Context: an optimization exercise on an open-source flow, tuned for a short achievable clock period and few clock cycles. The choices shown serve that exercise and are no tape-out recipe. Function was checked by simulation only, so behaviour that the tests miss may differ from the original. Power and IR drop assume default switching activity.

Setup of alpha:
## yrow_delta_integrator
module yrow_delta_integrator #(
  parameter int DATA_W     = 24,
  parameter int ENTRIES    = 5,
  parameter int ADDR_W     = 16
) (
  input  logic                     clk,
  input  logic                     rst_n,
  input  logic                     chng_valid,
  output logic                     chng_ready,
  input  logic [ADDR_W-1:0]        chng_row,
  input  logic [ADDR_W-1:0]        chng_col,
  input  logic [DATA_W-1:0]        chng_real,
  input  logic [DATA_W-1:0]        chng_img,
  input  logic                     filt_EN,
  output logic                     op_rd_req,
  output logic [ADDR_W-1:0]        op_y_row,
  input  logic [ENTRIES*2*DATA_W-1:0] ymem_data,
  input  logic                     yMemDataReady,
  output logic                     op_wr_en,
  output logic [ENTRIES*2*DATA_W-1:0] op_wr_data,
  output logic [2*DATA_W-1:0]      op_yVal1,
  output logic [2*DATA_W-1:0]      op_yVal2,
  output logic                     op_EX_EN,
  input  logic                     exModDone,
  output logic                     op_Done,
  output logic                     op_colErr
);
clock: 6.0 ns
lec_check: 0
cap_margin: 20
core_margin: 2
core_utilization: 50
place_density: 0.75
setup_slack_margin: 4.0
slew_margin: 20
synth_hierarchical: 1
synth_minimum_keep_size: 0
run.sh (not shown) runs the stock make flow with config.mk's settings and CLKGATE_MAP_FILE= SYNTH_SCRIPT=/design/flow/synth_recipe.tcl, a recipe that flattens the netlist after the stock synthesis.
Testbench counts of alpha, summed over its fixed seeds: cycles 18,617.
Input changes introduced in beta (baseline for comparison: alpha):
diff --git a/flow/config.mk b/flow/config.mk
--- a/flow/config.mk
+++ b/flow/config.mk
@@ -9,3 +9,3 @@
 export CORE_MARGIN = 2
-export CORE_UTILIZATION = 50
+export CORE_UTILIZATION = 45
 export PLACE_DENSITY = 0.75
--- outcome ---
- Via count delta for beta relative to alpha: 4241 lower
- beta against alpha: synthesis-to-finish area growth lost 6.8 points; routed wire length lost 23000 um; total power lost 0.00040 W.
- Summary — final critical-path share of the clock period, beta relative to alpha: lower, by 5.0 points.
- beta vs alpha — die area climbed by more than 10%
- For alpha, the end point of the critical path was op_yval2_q[29], unlike beta, where it was op_yval2_q[11].
- Compared with alpha, in beta core occupancy in the finished layout has decreased; switching component of the power has decreased; placement row count has increased.
## Diff of input files: gamma against beta
diff --git a/flow/config.mk b/flow/config.mk
--- a/flow/config.mk
+++ b/flow/config.mk
@@ -10,3 +10,3 @@
 export CORE_UTILIZATION = 45
-export PLACE_DENSITY = 0.75
+export PLACE_DENSITY = 0.85
 export SETUP_SLACK_MARGIN = 4.0
### Flow results
gamma finished all stages; the layout is clean.
Summary of gamma over beta: worst setup slack for register-to-register paths fell 0.11 ns, sum of net half-perimeters after detailed placement grew by 2.2%, setup fix buffers added after clock tree synthesis fell by 8, hold slack went down by 0.022 ns.
The following lists how delta was set up differently from gamma:
diff --git a/flow/config.mk b/flow/config.mk
--- a/flow/config.mk
+++ b/flow/config.mk
@@ -9,4 +9,4 @@
 export CORE_MARGIN = 2
-export CORE_UTILIZATION = 45
-export PLACE_DENSITY = 0.85
+export CORE_UTILIZATION = 40
+export PLACE_DENSITY = 0.75
 export SETUP_SLACK_MARGIN = 4.0
Results
Going from gamma to delta, post-detailed-routing wire length went down about 5%, minimum period implied by the final worst setup slack shrank by 0.046 ns, global-route wire length before repair now smaller, setup slack on the worst flop-to-flop path grew by 0.08 ns.
Relative to gamma, delta improves power.
Any difference in number of hold-repair buffers added at the cts stage between gamma and delta is small enough to ignore.
In summary, delta completed successfully, with a layout that passed the timing, design-rule and antenna checks.
Critical path depth ended up 4 lower on delta than on gamma.
Die area, delta vs gamma: up by more than 10%
Side by side, layout-stage area growth over the synthesis result turned out lower in delta than in gamma.
Looking at endpoint of the worst setup timing path, the op_yval2_q[7] result is from delta; the op_wr_data_q[20] one comes from gamma.
Ratio of cells with drive above 1 in the final layout ends up lower on delta.
### delta -> epsilon
diff --git a/flow/config.mk b/flow/config.mk
--- a/flow/config.mk
+++ b/flow/config.mk
@@ -11,3 +11,3 @@
 export PLACE_DENSITY = 0.75
-export SETUP_SLACK_MARGIN = 4.0
+export SETUP_SLACK_MARGIN = 4.5
 export SLEW_MARGIN = 20
--- outcome ---
Per the final summary, epsilon finished and its layout is clean on timing, DRC and antenna.
Comparing delta and epsilon, the higher sum of met3 wire segment lengths after detailed routing is on delta.
epsilon vs delta on number of iterations in the first detailed-routing pass: epsilon is the lower one.
Share of power burned in combinational logic: delta and epsilon compared, lower one is delta
The final reports for epsilon and delta show delay contributed by the slowest stage of the critical path lower in the former.
Summary of the comparison: met1 usage is higher in epsilon, relative to delta.
Comparing delta and epsilon, the lower part of the total power dissipated in the clock network is on epsilon.
Number of buffer and inverter instances along the worst setup path: delta and epsilon compared, lower one is epsilon
[diff] clock power, epsilon relative to delta: improvement
Sequential share of layout area ended up 0.21 points lower on epsilon than on delta.
Re number of flip-flops and latches: no difference whatsoever between delta and epsilon.
A critical path's slowest cell of clkdlybuf4s50_1 is what delta shows, while a21oi_4 belongs to epsilon.

==> separate check: timing with driven ports <==
The flow's constraints put no driver on any port. The routed layouts listed below were extracted and timed again, unchanged, in two steps. Step 1: set_driving_cell puts a clkbuf_16 on clk and a buf_2 on each other input, an assumption about the parent block. Step 2 also shifts input and output timing later by t, the mid clock arrival at the registers, as if the neighbouring blocks saw the same clock. Slacks: ideal / step 1 / step 2; pairs: ideal / step 1.
| run | shift t [ns] | setup slack, ns | clock arrival spread, ns | cell pins on the clock port's net |
|---|---|---|---|---|
| alpha | 0.700 | 3.180 / 3.180 / 2.541 | 0.045 / 0.045 | 1 |
| beta | 0.734 | 3.477 / 3.500 / 2.780 | 0.022 / 0.022 | 1 |
| gamma | 0.719 | 3.393 / 3.393 / 2.695 | 0.038 / 0.038 | 1 |
| delta | 0.728 | 3.439 / 3.470 / 2.743 | 0.031 / 0.031 | 1 |
| epsilon | 0.730 | 3.390 / 3.418 / 2.687 | 0.045 / 0.045 | 1 |
After both steps every run listed still meets setup and hold. The setup slack of epsilon, which loses most, moves by +0.028 ns with the drivers and by -0.703 ns with both steps.
